What follows belongs to an exercise in optimizing a design on an open flow for small area, a short achievable clock period and few clock cycles per item; a production flow would make more cautious choices. Where RTL was checked, it was by simulation tests only, not by an equivalence proof against the original.

==> 06-01: inputs <==
Design aes128_iter_core, start of the top module:
module aes128_iter_core #(
    parameter int unsigned ROUNDS_PER_CYCLE = 1
) (
    input  logic         clk,
    input  logic         rst_n,
    input  logic         in_valid,
    output logic         in_ready,
    input  logic [127:0] plaintext,
    input  logic [127:0] key,
    output logic         out_valid,
    input  logic         out_ready,
    output logic [127:0] ciphertext
);
clock: 6.5 ns
lec_check: 0
cap_margin: 20
core_margin: 2
core_utilization: 55
cts_cluster_diameter: 100
cts_cluster_size: 30
place_density: 0.75
setup_slack_margin: 2.8
slew_margin: 20
synth_hierarchical: 1
standard.sh (not shown) runs the stock make flow with config.mk's settings and CLKGATE_MAP_FILE= SYNTH_SCRIPT=/design/flow/synth_recipe.tcl, a recipe that flattens the netlist after the stock synthesis.
==> flow/flow/run.sh <==
#!/bin/bash
# Layout flow: the standard ORFS flow (standard.sh, unchanged synthesis), with the
# port buffers that placement inserts on every input and output made buf_2 cells
# instead of the default pick, and ORFS settings passed as make variables.
set -euo pipefail
cd "$(dirname "$0")/.."
bash standard.sh "BUFFER_PORTS_ARGS=-buffer_cell sky130_fd_sc_hd__buf_2" finish > standard_flow.log 2>&1
test -f out/final.def
==> inputs of 03-20, as changes to 06-01 <==
==> flow/flow/run.sh (replaced) <==
#!/bin/bash
# Layout flow: the standard ORFS flow (standard.sh, unchanged synthesis), with the
# port buffers that placement inserts on every input and output made buf_1 cells
# instead of the default pick, and ORFS settings passed as make variables.
set -euo pipefail
cd "$(dirname "$0")/.."
bash standard.sh "BUFFER_PORTS_ARGS=-buffer_cell sky130_fd_sc_hd__buf_1" finish > standard_flow.log 2>&1
test -f out/final.def
Settings changed: CTS_CLUSTER_DIAMETER 100 to 80, CTS_CLUSTER_SIZE 30 to 24.
==> notes.md <==
item	06-01	03-20
Status	timing/DRC/antenna clean	timing/DRC/antenna clean
Fraction of area in clock buffers and inverters	0.0209	0.0243
Worst Setup Slack, final	2830 ps	2700 ps
Pin count of the biggest net entering global routing	131	167
Placement-stage worst setup slack	2440 ps	2410 ps
First-pass GRT wire length	245 mm	241 mm
Detailed-placement wirelength estimate	136 mm	135 mm
Post-cts gate resize count	43	40
Multi-input gate share of the layout cell area	0.643	0.648
Max_slew headroom	0.241	0.199
Placed inst area	56300 sq um	55800 sq um
Final min period	3670 ps	3800 ps
Highest clock frequency the design can meet	272 MHz	263 MHz
Depth of the critical timing path with buffers and inverters included	11	10
Testbench counts of 06-01, summed over its fixed seeds: cycles 16,024, items 1,600.
Testbench counts of 03-20, summed over its fixed seeds: cycles 16,024, items 1,600.


==> run a: inputs <==
aes128_iter_core, a different RTL version from the one above (not shown whole).
==> flow/design.v (excerpt) <==
module aes128_iter_core #(
    parameter int unsigned ROUNDS_PER_CYCLE = 1
) (
    input  logic         clk,
    input  logic         rst_n,
    input  logic         in_valid,
    output logic         in_ready,
    input  logic [127:0] plaintext,
    input  logic [127:0] key,
    output logic         out_valid,
    input  logic         out_ready,
    output logic [127:0] ciphertext
);
Settings: LEC_CHECK=0, CAP_MARGIN=20, CORE_MARGIN=2, CORE_UTILIZATION=55, PLACE_DENSITY=0.75, SETUP_SLACK_MARGIN=2.8, SLEW_MARGIN=20, SYNTH_HIERARCHICAL=1; clock period 6.5 ns.
run.sh (not shown) runs the stock make flow with config.mk's settings and CLKGATE_MAP_FILE= SYNTH_SCRIPT=/design/flow/synth_recipe.tcl, a recipe that flattens the netlist after the stock synthesis.
Stock flow here: none of the scripts above is used.
==> inputs of run b, as changes to run a <==
- CORE_UTILIZATION: 55 -> 40
- PLACE_DENSITY: 0.75 -> 0.6
- SETUP_SLACK_MARGIN: 2.8 -> 2.5
==> inputs of run c, as changes to run a <==
- CORE_UTILIZATION: 55 -> 40
- PLACE_DENSITY: 0.75 -> 0.6
- SETUP_SLACK_MARGIN: 2.8 -> 3.2
==> summary of the runs <==
- Routed wire length: run c > run b > run a.
- Of run b and run c, run c has the higher final cell count (gap 5.0%, measured against run c).
- Register-to-register slack: run c > run a > run b.
- In synthesized cell count, run b and run a do not differ.
- Maximum frequency, highest first: run c, run a, run b.
- Flip-flop and latch count is the same in run a and run b.
- Against run b, the core utilization of run c is higher by 8.2 points.
- In area after synthesis, run a and run c do not differ.
- Of run a and run c, run a has the higher sequential share of layout area (gap 2.9 points).
- Of run c and run b, run c has the higher clock skew (gap 3.6 ps).
No run of this note included a check of the RTL's function; only the layout flow was run.


==> v10: inputs <==
aes128_iter_core with an RTL version that a note above also has.
Design aes128_iter_core, start of the top module:
module aes128_iter_core #(
    parameter int unsigned ROUNDS_PER_CYCLE = 1
) (
    input  logic         clk,
    input  logic         rst_n,
    input  logic         in_valid,
    output logic         in_ready,
    input  logic [127:0] plaintext,
    input  logic [127:0] key,
    output logic         out_valid,
    input  logic         out_ready,
    output logic [127:0] ciphertext
);
clock: 6.5 ns
lec_check: 0
cap_margin: 20
core_margin: 2
core_utilization: 55
cts_cluster_diameter: 90
cts_cluster_size: 27
place_density: 0.75
setup_slack_margin: 2.8
slew_margin: 20
synth_hierarchical: 1
standard.sh (not shown) runs the stock make flow with config.mk's settings and CLKGATE_MAP_FILE= SYNTH_SCRIPT=/design/flow/synth_recipe.tcl, a recipe that flattens the netlist after the stock synthesis.
==> flow/flow/run.sh <==
#!/bin/bash
# Layout flow: the standard ORFS flow (standard.sh, unchanged synthesis), with the
# port buffers that placement inserts on every input and output made buf_2 cells
# instead of the default pick, and ORFS settings passed as make variables.
set -euo pipefail
cd "$(dirname "$0")/.."
bash standard.sh "BUFFER_PORTS_ARGS=-buffer_cell sky130_fd_sc_hd__buf_2" finish > standard_flow.log 2>&1
test -f out/final.def
==> v8: changes against v10 <==
==> flow/flow/run.sh (replaced) <==
#!/bin/bash
# Layout flow: the standard ORFS flow (standard.sh, unchanged synthesis), with the
# port buffers that placement inserts on every input and output made buf_1 cells
# instead of the default pick, and ORFS settings passed as make variables.
set -euo pipefail
cd "$(dirname "$0")/.."
bash standard.sh "BUFFER_PORTS_ARGS=-buffer_cell sky130_fd_sc_hd__buf_1" finish > standard_flow.log 2>&1
test -f out/final.def
Settings changed: SETUP_SLACK_MARGIN 2.8 to 3.1.
==> comparison table <==
| item | v10 | v8 |
|---|---|---|
| Post-route clock skew | 45.2 ps | 36.3 ps |
| Met3 Use GR | 0.0416 | 0.0468 |
| Clock insertion delay at the later pin of the skew report | 640 ps | 630 ps |
| Finished Layout Cells | 7251 | 7372 |
| Proportion of cell area occupied by registers | 0.268 | 0.255 |
| Clock slew at reported path FFs | 110 ps | 100 ps |
| Dpl hpwl | 136 mm | 135 mm |
| DP Worst Slack | 2440 ps | 2410 ps |
| Filler Cells Inserted | 7917 | 7525 |
| Final Cell Area | 59200 µm² | 62300 µm² |
| Worst setup slack after layout | 2820 ps | 3080 ps |
| Critical path data arrival time | 4160 ps | 3920 ps |
| Relative area of clock buffers and inverters in the final design | 0.0216 | 0.0228 |
| Metal1 wirelength | 70.3 mm | 69.0 mm |
| Fraction of layout cells with a size suffix above 1 | 0.160 | 0.157 |
| Post-Route Utilization | 0.626 | 0.659 |
| Result of the run | complete, no violations | complete, no violations |
Testbench counts of v10, summed over its fixed seeds: cycles 16,024, items 1,600.
Testbench counts of v8, summed over its fixed seeds: cycles 16,024, items 1,600.


==> amber: inputs <==
Another version of the RTL of aes128_iter_core (not shown whole).
## aes128_iter_core
module aes128_iter_core #(
    parameter int unsigned ROUNDS_PER_CYCLE = 1
) (
    input  logic         clk,
    input  logic         rst_n,
    input  logic         in_valid,
    output logic         in_ready,
    input  logic [127:0] plaintext,
    input  logic [127:0] key,
    output logic         out_valid,
    input  logic         out_ready,
    output logic [127:0] ciphertext
);
==> module aes128_iter_core, before the edit <==
module aes128_iter_core #(
    parameter int unsigned ROUNDS_PER_CYCLE = 1
) (
    input  logic         clk,
    input  logic         rst_n,
    input  logic         in_valid,
    output logic         in_ready,
    input  logic [127:0] plaintext,
    input  logic [127:0] key,
    output logic         out_valid,
    input  logic         out_ready,
    output logic [127:0] ciphertext
);
    logic [127:0] a_s, a_k;         
    logic [127:0] b_u, b_k;         
    logic [111:0] b_m;              
    logic [15:0]  b_km;             
    logic [127:0] o_ct;             
    logic         o_v;
    logic         va, pa;           
    logic [3:0]   ra;               
    logic         vb, pb, lb;       
    logic [3:0]   rb;               
    logic         fa;               
    logic         fp;               
    logic [127:0] u;
    logic [111:0] m;
    logic [27:0]  km;
    logic [31:0]  w3a;
    aes_xor_bank #(.W(128)) u_ark (.a(a_s), .b(a_k), .y(u));
    for (genvar j = 0; j < 16; j++) begin : g_top
        aes_sbox_top u_st (.x(u[8*j +: 8]), .m(m[7*j +: 7]));
    end
    assign w3a = {a_k[23:0], a_k[31:24]};
    for (genvar j = 0; j < 4; j++) begin : g_ktop
        aes_sbox_top u_kt (.x(w3a[8*j +: 8]), .m(km[7*j +: 7]));
    end
    always_ff @(posedge clk) begin
        b_u  <= u;
        b_m  <= m;
        b_k  <= a_k;
        for (int j = 0; j < 4; j++) b_km[4*j +: 4] <= km[7*j + 3 +: 4];
    end
    logic [127:0] sub, shf, mc_n, kn_n, fin_ct;
    logic [31:0]  w3b, subrot;
    logic [31:0]  w0, w1, w2, w3, p0, p1, p2, p3;
    logic [7:0]   rcon;
    for (genvar j = 0; j < 16; j++) begin : g_bot
        aes_sbox_bot7 u_sb (.x(b_u[8*j +: 8]), .m(b_m[7*j +: 7]), .y(sub[8*j +: 8]));
    end
    always_comb begin
        for (int c = 0; c < 4; c++) begin
            for (int r = 0; r < 4; r++) begin
                shf[127-8*(4*c+r) -: 8] = sub[127-8*(4*((c+r)%4)+r) -: 8];
            end
        end
    end
    for (genvar c = 0; c < 4; c++) begin : g_mc
        aes_mixcol u_mc (.col(shf[127-32*c -: 32]), .res_n(mc_n[127-32*c -: 32]));
    end
    assign w3b = {b_k[23:0], b_k[31:24]};
    for (genvar j = 0; j < 4; j++) begin : g_kbot
        aes_sbox_bot u_kb (.x(w3b[8*j +: 8]), .m(b_km[4*j +: 4]), .y(subrot[8*j +: 8]));
    end
    always_comb begin
        case (rb)
            4'd0:    rcon = 8'h01;
            4'd1:    rcon = 8'h02;
            4'd2:    rcon = 8'h04;
            4'd3:    rcon = 8'h08;
            4'd4:    rcon = 8'h10;
            4'd5:    rcon = 8'h20;
            4'd6:    rcon = 8'h40;
            4'd7:    rcon = 8'h80;
            4'd8:    rcon = 8'h1b;
            4'd9:    rcon = 8'h36;
            default: rcon = 8'h00;
        endcase
    end
    assign {w0, w1, w2, w3} = b_k;
    assign p0 = w0 ^ {rcon, 24'h0};
    assign p1 = p0 ^ w1;
    assign p2 = p1 ^ w2;
    assign p3 = p2 ^ w3;
    aes_xnor_bank #(.W(128)) u_kx (.a({p0, p1, p2, p3}), .b({4{subrot}}), .y(kn_n));
    aes_xnor_bank #(.W(128)) u_fin (.a(shf), .b(kn_n), .y(fin_ct));
    logic o_free, fin, wt, acc;
    logic va_n, pa_n, fa_n;
    logic [3:0] ra_n;
    assign o_free   = !o_v || out_ready;
    assign fin      = fp && o_free;
    assign wt       = lb && !fin;
    assign in_ready = !vb || fin;
    assign acc      = in_valid && in_ready;
    logic         sel_hold;
    logic [127:0] a_s_d, a_k_d;
    assign sel_hold = in_ready || wt;
    aes_sel3_bank #(.W(128)) u_sels (.s0(in_ready), .s1(wt), .s01(sel_hold),
                                     .a(plaintext), .b(b_u), .c_n(mc_n), .y(a_s_d));
    aes_sel3_bank #(.W(128)) u_selk (.s0(in_ready), .s1(wt), .s01(sel_hold),
                                     .a(key), .b(b_k), .c_n(kn_n), .y(a_k_d));
    always_ff @(posedge clk) begin
        a_s <= a_s_d;
        a_k <= a_k_d;
        if (fin) o_ct <= fin_ct;
    end
    always_comb begin
        va_n = vb && !fin;
        pa_n = pb;
        ra_n = rb + 4'd1;
        if (acc) begin
            va_n = 1'b1;
            pa_n = 1'b0;
            ra_n = 4'd0;
        end else if (wt) begin
            pa_n = ~pb;
            ra_n = rb;
        end
    end
    assign fa_n = !acc && !fa;
    always_ff @(posedge clk) begin
        ra <= ra_n;
        pa <= pa_n;
        rb <= ra;
        pb <= pa;
        fa <= fa_n;
        if (!rst_n) begin
            va  <= 1'b0;
            vb  <= 1'b0;
            lb  <= 1'b0;
            fp  <= 1'b0;
            o_v <= 1'b0;
        end else begin
            va <= va_n;
            vb <= va;
            lb <= va && (ra == 4'd9);
            fp <= va && (ra == 4'd9) && !pa && (!va_n || !fa_n);
            if (fin) begin
                o_v <= 1'b1;
            end else if (out_ready) begin
                o_v <= 1'b0;
            end
        end
    end
    assign out_valid  = o_v;
    assign ciphertext = o_ct;
endmodule
==> flow/config.mk <==
export PLATFORM = sky130hd
export DESIGN_NAME = aes128_iter_core
export DESIGN_NICKNAME = aes128_iter_core
export VERILOG_FILES = /design/flow/design.v
export SDC_FILE = /design/flow/constraint.sdc
export NUM_CORES = 4
export LEC_CHECK = 0
export CAP_MARGIN = 20
export CORE_MARGIN = 2
export CORE_UTILIZATION = 55
export CTS_BUF_LIST = sky130_fd_sc_hd__clkbuf_4 sky130_fd_sc_hd__clkbuf_8
export PLACE_DENSITY = 0.75
export SETUP_SLACK_MARGIN = 2.8
export SLEW_MARGIN = 20
export SYNTH_HIERARCHICAL = 1
==> flow/constraint.sdc <==
create_clock -name core_clock -period 6.5 [get_ports {clk}]
set_input_delay 1.3000 -clock core_clock [delete_from_list [all_inputs] [get_ports {clk}]]
set_output_delay 1.3000 -clock core_clock [all_outputs]
set_load 0.01 [all_outputs]
==> flow/flow/run.sh <==
#!/bin/bash
# Layout flow: the standard ORFS flow (standard.sh, unchanged synthesis), with the
# port buffers that placement inserts on every input and output made buf_2 cells
# instead of the default pick, and ORFS settings passed as make variables.
set -euo pipefail
cd "$(dirname "$0")/.."
bash standard.sh "BUFFER_PORTS_ARGS=-buffer_cell sky130_fd_sc_hd__buf_2" finish > standard_flow.log 2>&1
test -f out/final.def
==> cedar (differences from amber) <==
--- a/flow/design.v
+++ b/flow/design.v
@@ -64,4 +64,7 @@
   assign y = ~((a1 | a2) & b1);
 endmodule
+module aes_g_a21o (input logic a1, input logic a2, input logic b1, output logic y);
+  assign y = (a1 & a2) | b1;
+endmodule
 module aes_sbox_top (
     input  logic [7:0] x,
@@ -514,4 +517,18 @@
   end
 endmodule
+module aes_hold_bank #(
+    parameter int unsigned W = 128
+) (
+    input  logic         ld_n,
+    input  logic [W-1:0] d_n,
+    input  logic [W-1:0] q,
+    output logic [W-1:0] y
+);
+  for (genvar i = 0; i < W; i++) begin : g_bit
+    logic x;
+    aes_g_nand2 u_h (.a(ld_n), .b(q[i]), .y(x));
+    aes_g_o21ai u_o (.a1(ld_n), .a2(d_n[i]), .b1(x), .y(y[i]));
+  end
+endmodule
 module aes_xor_bank #(
     parameter int unsigned W = 128
@@ -568,5 +585,5 @@
         for (int j = 0; j < 4; j++) b_km[4*j +: 4] <= km[7*j + 3 +: 4];
     end
-    logic [127:0] sub, shf, mc_n, kn_n, fin_ct;
+    logic [127:0] sub, shf, mc_n, kn_n, fin_ct_n;
     logic [31:0]  w3b, subrot;
     logic [31:0]  w0, w1, w2, w3, p0, p1, p2, p3;
@@ -610,24 +627,29 @@
     assign p3 = p2 ^ w3;
     aes_xnor_bank #(.W(128)) u_kx (.a({p0, p1, p2, p3}), .b({4{subrot}}), .y(kn_n));
-    aes_xnor_bank #(.W(128)) u_fin (.a(shf), .b(kn_n), .y(fin_ct));
+    aes_xor_bank #(.W(128)) u_fin (.a(shf), .b(kn_n), .y(fin_ct_n));
     logic o_free, fin, wt, acc;
     logic va_n, pa_n, fa_n;
     logic [3:0] ra_n;
+    logic ir_a, fin_n;
     assign o_free   = !o_v || out_ready;
     assign fin      = fp && o_free;
+    assign fin_n    = !fin;
     assign wt       = lb && !fin;
-    assign in_ready = !vb || fin;
+    assign ir_a     = !vb || (fp && !o_v);
+    aes_g_a21o u_ir (.a1(fp), .a2(out_ready), .b1(ir_a), .y(in_ready));
     assign acc      = in_valid && in_ready;
     logic         sel_hold;
     logic [127:0] a_s_d, a_k_d;
-    assign sel_hold = in_ready || wt;
+    assign sel_hold = !vb || lb;         
     aes_sel3_bank #(.W(128)) u_sels (.s0(in_ready), .s1(wt), .s01(sel_hold),
                                      .a(plaintext), .b(b_u), .c_n(mc_n), .y(a_s_d));
     aes_sel3_bank #(.W(128)) u_selk (.s0(in_ready), .s1(wt), .s01(sel_hold),
                                      .a(key), .b(b_k), .c_n(kn_n), .y(a_k_d));
+    logic [127:0] o_ct_d;
+    aes_hold_bank #(.W(128)) u_oh (.ld_n(fin_n), .d_n(fin_ct_n), .q(o_ct), .y(o_ct_d));
     always_ff @(posedge clk) begin
         a_s <= a_s_d;
         a_k <= a_k_d;
-        if (fin) o_ct <= fin_ct;
+        o_ct <= o_ct_d;
     end
     always_comb begin
CTS_BUF_LIST = not set   (was sky130_fd_sc_hd__clkbuf_4 sky130_fd_sc_hd__clkbuf_8)
SETUP_SLACK_MARGIN = 2.5   (was 2.8)
==> pepper (differences from amber) <==
--- a/flow/design.v
+++ b/flow/design.v
@@ -64,4 +64,7 @@
   assign y = ~((a1 | a2) & b1);
 endmodule
+module aes_g_a21o (input logic a1, input logic a2, input logic b1, output logic y);
+  assign y = (a1 & a2) | b1;
+endmodule
 module aes_sbox_top (
     input  logic [7:0] x,
@@ -514,4 +517,18 @@
   end
 endmodule
+module aes_hold_bank #(
+    parameter int unsigned W = 128
+) (
+    input  logic         ld_n,
+    input  logic [W-1:0] d_n,
+    input  logic [W-1:0] q,
+    output logic [W-1:0] y
+);
+  for (genvar i = 0; i < W; i++) begin : g_bit
+    logic x;
+    aes_g_nand2 u_h (.a(ld_n), .b(q[i]), .y(x));
+    aes_g_o21ai u_o (.a1(ld_n), .a2(d_n[i]), .b1(x), .y(y[i]));
+  end
+endmodule
 module aes_xor_bank #(
     parameter int unsigned W = 128
@@ -568,5 +585,5 @@
         for (int j = 0; j < 4; j++) b_km[4*j +: 4] <= km[7*j + 3 +: 4];
     end
-    logic [127:0] sub, shf, mc_n, kn_n, fin_ct;
+    logic [127:0] sub, shf, mc_n, kn_n, fin_ct_n;
     logic [31:0]  w3b, subrot;
     logic [31:0]  w0, w1, w2, w3, p0, p1, p2, p3;
@@ -610,24 +627,29 @@
     assign p3 = p2 ^ w3;
     aes_xnor_bank #(.W(128)) u_kx (.a({p0, p1, p2, p3}), .b({4{subrot}}), .y(kn_n));
-    aes_xnor_bank #(.W(128)) u_fin (.a(shf), .b(kn_n), .y(fin_ct));
+    aes_xor_bank #(.W(128)) u_fin (.a(shf), .b(kn_n), .y(fin_ct_n));
     logic o_free, fin, wt, acc;
     logic va_n, pa_n, fa_n;
     logic [3:0] ra_n;
+    logic ir_a, fin_n;
     assign o_free   = !o_v || out_ready;
     assign fin      = fp && o_free;
+    assign fin_n    = !fin;
     assign wt       = lb && !fin;
-    assign in_ready = !vb || fin;
+    assign ir_a     = !vb || (fp && !o_v);
+    aes_g_a21o u_ir (.a1(fp), .a2(out_ready), .b1(ir_a), .y(in_ready));
     assign acc      = in_valid && in_ready;
     logic         sel_hold;
     logic [127:0] a_s_d, a_k_d;
-    assign sel_hold = in_ready || wt;
+    assign sel_hold = !vb || lb;         
     aes_sel3_bank #(.W(128)) u_sels (.s0(in_ready), .s1(wt), .s01(sel_hold),
                                      .a(plaintext), .b(b_u), .c_n(mc_n), .y(a_s_d));
     aes_sel3_bank #(.W(128)) u_selk (.s0(in_ready), .s1(wt), .s01(sel_hold),
                                      .a(key), .b(b_k), .c_n(kn_n), .y(a_k_d));
+    logic [127:0] o_ct_d;
+    aes_hold_bank #(.W(128)) u_oh (.ld_n(fin_n), .d_n(fin_ct_n), .q(o_ct), .y(o_ct_d));
     always_ff @(posedge clk) begin
         a_s <= a_s_d;
         a_k <= a_k_d;
-        if (fin) o_ct <= fin_ct;
+        o_ct <= o_ct_d;
     end
     always_comb begin
CTS_BUF_LIST = not set   (was sky130_fd_sc_hd__clkbuf_4 sky130_fd_sc_hd__clkbuf_8)
CTS_CLUSTER_DIAMETER = 80   (was not set)
CTS_CLUSTER_SIZE = 24   (was not set)
==> sierra (differences from amber) <==
--- a/flow/design.v
+++ b/flow/design.v
@@ -64,4 +64,7 @@
   assign y = ~((a1 | a2) & b1);
 endmodule
+module aes_g_a21o (input logic a1, input logic a2, input logic b1, output logic y);
+  assign y = (a1 & a2) | b1;
+endmodule
 module aes_sbox_top (
     input  logic [7:0] x,
@@ -514,4 +517,18 @@
   end
 endmodule
+module aes_hold_bank #(
+    parameter int unsigned W = 128
+) (
+    input  logic         ld_n,
+    input  logic [W-1:0] d_n,
+    input  logic [W-1:0] q,
+    output logic [W-1:0] y
+);
+  for (genvar i = 0; i < W; i++) begin : g_bit
+    logic x;
+    aes_g_nand2 u_h (.a(ld_n), .b(q[i]), .y(x));
+    aes_g_o21ai u_o (.a1(ld_n), .a2(d_n[i]), .b1(x), .y(y[i]));
+  end
+endmodule
 module aes_xor_bank #(
     parameter int unsigned W = 128
@@ -568,5 +585,5 @@
         for (int j = 0; j < 4; j++) b_km[4*j +: 4] <= km[7*j + 3 +: 4];
     end
-    logic [127:0] sub, shf, mc_n, kn_n, fin_ct;
+    logic [127:0] sub, shf, mc_n, kn_n, fin_ct_n;
     logic [31:0]  w3b, subrot;
     logic [31:0]  w0, w1, w2, w3, p0, p1, p2, p3;
@@ -610,24 +627,29 @@
     assign p3 = p2 ^ w3;
     aes_xnor_bank #(.W(128)) u_kx (.a({p0, p1, p2, p3}), .b({4{subrot}}), .y(kn_n));
-    aes_xnor_bank #(.W(128)) u_fin (.a(shf), .b(kn_n), .y(fin_ct));
+    aes_xor_bank #(.W(128)) u_fin (.a(shf), .b(kn_n), .y(fin_ct_n));
     logic o_free, fin, wt, acc;
     logic va_n, pa_n, fa_n;
     logic [3:0] ra_n;
+    logic ir_a, fin_n;
     assign o_free   = !o_v || out_ready;
     assign fin      = fp && o_free;
+    assign fin_n    = !fin;
     assign wt       = lb && !fin;
-    assign in_ready = !vb || fin;
+    assign ir_a     = !vb || (fp && !o_v);
+    aes_g_a21o u_ir (.a1(fp), .a2(out_ready), .b1(ir_a), .y(in_ready));
     assign acc      = in_valid && in_ready;
     logic         sel_hold;
     logic [127:0] a_s_d, a_k_d;
-    assign sel_hold = in_ready || wt;
+    assign sel_hold = !vb || lb;         
     aes_sel3_bank #(.W(128)) u_sels (.s0(in_ready), .s1(wt), .s01(sel_hold),
                                      .a(plaintext), .b(b_u), .c_n(mc_n), .y(a_s_d));
     aes_sel3_bank #(.W(128)) u_selk (.s0(in_ready), .s1(wt), .s01(sel_hold),
                                      .a(key), .b(b_k), .c_n(kn_n), .y(a_k_d));
+    logic [127:0] o_ct_d;
+    aes_hold_bank #(.W(128)) u_oh (.ld_n(fin_n), .d_n(fin_ct_n), .q(o_ct), .y(o_ct_d));
     always_ff @(posedge clk) begin
         a_s <= a_s_d;
         a_k <= a_k_d;
-        if (fin) o_ct <= fin_ct;
+        o_ct <= o_ct_d;
     end
     always_comb begin
==> flow/flow/run.sh (replaced) <==
#!/bin/bash
# Layout flow: the standard ORFS flow (standard.sh, unchanged synthesis), with the
# port buffers that placement inserts on every input and output made buf_1 cells
# instead of the default pick, and ORFS settings passed as make variables.
set -euo pipefail
cd "$(dirname "$0")/.."
bash standard.sh "BUFFER_PORTS_ARGS=-buffer_cell sky130_fd_sc_hd__buf_1" finish > standard_flow.log 2>&1
test -f out/final.def
CTS_BUF_LIST = not set   (was sky130_fd_sc_hd__clkbuf_4 sky130_fd_sc_hd__clkbuf_8)
CTS_CLUSTER_DIAMETER = 90   (was not set)
CTS_CLUSTER_SIZE = 27   (was not set)
SETUP_SLACK_MARGIN = 2.95   (was 2.8)
==> notes.md <==
- Of sierra and amber, amber has the higher synthesized area (gap 0.30%, measured against amber).
- In cedar the final cell count is larger than in amber, by about 2%.
- Against cedar, the core utilization of amber is higher by 1.4 points.
- The highest setup slack belongs to sierra, the lowest to cedar.
- The highest non-clock buffer count belongs to sierra, the lowest to cedar.
- The highest worst hold slack belongs to pepper, the lowest to amber.
- The highest clock skew belongs to amber, the lowest to cedar.
- Wire length, lowest first: pepper, sierra, amber, cedar.
==> figures <==
| item | amber | pepper | cedar | sierra |
|---|---|---|---|---|
| Result of the run | timing/DRC/antenna clean | timing/DRC/antenna clean | timing/DRC/antenna clean | timing/DRC/antenna clean |
| Hold slack final | 348 ps | 363 ps | 352 ps | 360 ps |
| Clock Pin Slew Worst Setup and Hold Paths | 60 ps | 90 ps | 60 ps | 110 ps |
| Number of fill cells | 7820 | 7902 | 7897 | 7887 |
| Final critical-path setup slack | 2770 ps | 2790 ps | 2600 ps | 2930 ps |
| Destination of the worst register-to-register timing path | o_ct[45] | o_ct[88] | a_s[10] | o_ct[40] |
| Vert. Die Dim | 313 um | 312 um | 312 um | 312 um |
| Post-DP Area | 56400 um2 | 56300 um2 | 56300 um2 | 55800 um2 |
| Post-synth design cell area | 52500 um2 | 52300 um2 | 52300 um2 | 52300 um2 |
| Number of H-tree levels | 4 | 2 | 3 | 2 |
| Global router's overall resource usage | 33.5% | 33.4% | 33.9% | 33.0% |
| Count of buffers added by post-CTS timing repair for setup | 2 | 0 | 0 | 5 |
| Top cell by count, worst path | xnor2_1 | xor2_1 | xor2_1 | xor2_1 |
| Share of the core filled with cells in the final layout | 64.6% | 62.8% | 63.1% | 63.5% |
| Clkbuf count | 216 | 49 | 133 | 49 |
| Launch point of the critical path | b_k[1] | b_k[17] | b_u[114] | b_k[2] |
| Critical path data required time | 7060 ps | 7000 ps | 7020 ps | 7000 ps |
| Remaining max-slew budget at the tightest pin | 19.4% | 24.2% | 13.1% | 31.5% |
Testbench counts of amber, summed over its fixed seeds: cycles 16,024, items 1,600.
Testbench counts of cedar, summed over its fixed seeds: cycles 16,024, items 1,600.
Testbench counts of pepper, summed over its fixed seeds: cycles 16,024, items 1,600.
Testbench counts of sierra, summed over its fixed seeds: cycles 16,024, items 1,600.

## what the ideal ports hide
In the flow no input, the clock included, has a driving cell. The finished layouts below were timed again as built, in two steps. Step 1: set_driving_cell puts a clkbuf_16 on clk and a buf_2 on each other input, an assumption about the parent block. Step 2 moves the port delays by t, midway between the first and last clock arrival at a register: inputs arrive t later, outputs are due t later. That takes back most of the time a late clock gives input paths. Slacks: ideal / step 1 / step 2; pairs: ideal / step 1.
run	t (ns)	setup WS [ns]	clock arrival spread, ns	worst data-port slew with drivers (ns)
06-01	0.690	2.827 / 2.827 / 2.827	0.041 / 0.042	0.11
03-20	0.709	2.697 / 2.697 / 2.697	0.048 / 0.047	0.11
run a	0.731	2.772 / 2.772 / 2.239	0.028 / 0.028	0.07
run b	0.744	2.537 / 2.537 / 2.373	0.037 / 0.037	0.06
run c	0.752	3.174 / 3.174 / 2.612	0.039 / 0.039	0.06
v10	0.693	2.824 / 2.824 / 2.824	0.046 / 0.045	0.09
v8	0.693	3.076 / 3.076 / 2.799	0.041 / 0.041	0.12
amber	0.906	2.766 / 2.766 / 2.727	0.049 / 0.050	0.10
cedar	0.738	2.604 / 2.604 / 2.604	0.034 / 0.035	0.09
pepper	0.710	2.792 / 2.792 / 2.792	0.042 / 0.043	0.10
sierra	0.695	2.931 / 2.931 / 2.809	0.043 / 0.043	0.12
After both steps setup and hold are still met in every run listed. The setup slack of run c, which loses most, moves by 0.000 ns with the drivers and by -0.562 ns with both steps.
